Background: an optimization exercise with open tools, aiming at small area, a short achievable clock period and few clock cycles per item. Do not read the settings as production practice.
At most, simulation tests tie the RTL to the original design; equivalence was not proved.
Power and IR drop assume default switching activity.

## run 1
// fft_top
module fft_top (
  input  logic                       clk,
  input  logic                       reset_i,
  input  logic                       in_valid_i,
  output logic                       in_ready_o,
  input  logic [2*(4 + 4)-1:0] in_sample_i,
  output logic                       out_valid_o,
  input  logic                       out_ready_i,
  output logic [2*(4 + 4)-1:0] out_bin_o,
  output logic                       out_last_o
);
clock: 6.0 ns
lec_check: 0
abc_area: 1
cap_margin: 20
core_margin: 2
core_utilization: 40
cts_cluster_diameter: 100
cts_cluster_size: 24
setup_slack_margin: 3.2
slew_margin: 20
standard.sh (not shown) runs the stock make flow with config.mk's settings and CLKGATE_MAP_FILE= SYNTH_SCRIPT=/design/flow/synth_recipe.tcl, a recipe that flattens the netlist after the stock synthesis.
==> flow/flow/run.sh <==
#!/bin/bash
# The standard layout, except that the port buffers are buf_4 cells
# instead of the default (a slow delay-buffer cell).
set -euo pipefail
export BUFFER_PORTS_ARGS="-buffer_cell sky130_fd_sc_hd__buf_4"
bash standard.sh > standard.log 2>&1
Run 1: done, clean on timing, DRC and antenna
Relative to run 1, the following input files were edited for run 2:
Settings: swapping 3.2 for 3.0 in SETUP_SLACK_MARGIN.
==> comparison <==
From run 1 to run 2 the numbers moved as follows: multiplexer share of the synthesized area level, power per standard cell area higher, clock buffer instance count of the final layout increased 1, first-pass GRT wire length went up.
Run 2 vs run 1 on via count: run 2 is the higher one.
| clock-cell share of area | higher: run 2 |
The met1 capacity usage during global routing of run 2 is higher than that of run 1.
| worst path setup slack after routing | run 2 vs run 1 | 0.13 ns lower |
Relative to run 2, the following input files were edited for run 3:
==> flow/run.sh (new file) <==
#!/bin/bash
# synth_recipe.tcl (not shown) runs the flow's synth.tcl, then flattens the netlist and writes it again
# the make line also repeats each setting of config.mk as NAME=value (left out here)
make -C /OpenROAD-flow-scripts/flow DESIGN_CONFIG=/design/flow/config.mk WORK_HOME=/design/flow/orfs CLKGATE_MAP_FILE= SYNTH_SCRIPT=/design/flow/synth_recipe.tcl finish
removed: flow/flow/run.sh
removed: flow/standard.sh
==> summary.txt <==
[run 3 vs run 2] internal power component: higher in run 3
From run 2 to run 3 the numbers moved as follows: design area flat, post-layout instance count excluding filler cells down 11, data required time of the critical path up 0.12 ns.
Run 2 tops out at a lower clock frequency than run 3.
Re total chip power: run 2 and run 3 aren't equal, and the lower value belongs to run 2.
Run 3 finished every step from synthesis to the final layout, and the layout passed the timing, design-rule and antenna checks.
No functional check of the RTL was part of any run of this note.

---

== north ==
Another version of the RTL of fft_top (not shown whole).
Size in the first run: roughly 1900 cells after synthesis, about 39 I/O pins, ~18000 sq um of cells after synthesis.
==> flow/config.mk <==
export PLATFORM = sky130hd
export DESIGN_NAME = fft_top
export DESIGN_NICKNAME = fft_top
export VERILOG_FILES = /design/flow/design.v
export SDC_FILE = /design/flow/constraint.sdc
export NUM_CORES = 4
export LEC_CHECK = 0
export ABC_AREA = 1
export CAP_MARGIN = 20
export CORE_MARGIN = 2
export CORE_UTILIZATION = 40
export CTS_CLUSTER_DIAMETER = 100
export CTS_CLUSTER_SIZE = 24
export PLACE_DENSITY = 0.85
export SETUP_SLACK_MARGIN = 3.0
export SLEW_MARGIN = 20
==> flow/constraint.sdc <==
create_clock -name core_clock -period 6.0 [get_ports {clk}]
set_input_delay 1.2000 -clock core_clock [delete_from_list [all_inputs] [get_ports {clk}]]
set_output_delay 1.2000 -clock core_clock [all_outputs]
set_load 0.01 [all_outputs]
run.sh (not shown) runs the stock make flow with config.mk's settings and CLKGATE_MAP_FILE= SYNTH_SCRIPT=/design/flow/synth_recipe.tcl, a recipe that flattens the netlist after the stock synthesis.
Stock flow here: none of the scripts above is used.
north finished all stages; the layout is clean.
Testbench counts of north, summed over its fixed seeds: cycles 4,200, frames 512.
--- input diff north..south ---
- a change of PLACE_DENSITY from 0.85 to 0.75
- a change of CORE_UTILIZATION from 40 to 55
Findings:
From north to south the numbers moved as follows: ratio of final minimum period to clock period moved up; highest attainable clock frequency moved down; met2 capacity usage during global routing moved up; core outline area moved down.
#### Input delta (east over south)
- PLACE_DENSITY no longer set, was 0.75
- CORE_UTILIZATION now 40, was 55
- CTS_CLUSTER_SIZE now 30, was 24
Number of placement rows (higher): east. From south to east the numbers moved as follows: final non-filler cell area saw an increase; fraction of power spent switching nets saw a decrease. On met2 usage in global routing: between south and east, it ends up higher for south.
## Diff of input files: west against east
- ABC_AREA: 1 -> 0
- CTS_CLUSTER_SIZE: 30 -> 24
==> summary.txt <==
Taking east as the reference point, the sequential share of layout area of west falls by 0.35 points. The critical path endpoint comes out out_last_o in one run and bk7_q[10] in the other, namely in east and west respectively. east -> west: tap cell count decreased slightly. east has a lower mux share of post-synthesis cell area than west. Against east as the reference, west delivers a higher area growth from synthesis to final layout. Going from east to west, fmax shrank by a few percent.

static timing again, ports no longer ideal:
Ports are ideal in the flow. The routed layouts listed here were re-timed in OpenROAD.
Step 1: set_driving_cell puts a clkbuf_16 on clk and a buf_2 on each other input, an assumption about the parent block.
Step 2 times the ports against the registers' clock, not the clock port: input delays grow and output delays shrink by t, the midpoint of the rising clock arrivals with the driver on.
Three values: no drivers, after step 1, after step 2; two values: the first two.
| run | t, ns | slack for setup (ns) | worst data-port slew with drivers (ns) |
|---|---|---|---|
| run 1 | 0.575 | 3.180 / 3.180 / 2.912 | 0.04 |
| run 2 | 0.579 | 3.051 / 3.051 / 3.029 | 0.04 |
| run 3 | 0.597 | 3.066 / 3.066 / 2.815 | 0.03 |
| north | 0.567 | 3.009 / 3.009 / 2.706 | 0.04 |
| south | 0.569 | 2.996 / 2.996 / 2.661 | 0.04 |
| east | 0.572 | 3.079 / 3.026 / 2.662 | 0.03 |
| west | 0.577 | 2.938 / 2.938 / 2.746 | 0.03 |
After both steps every run listed still meets setup and hold. For east, which loses most, drivers alone change the setup slack by -0.053 ns; drivers and shift together by -0.417 ns.
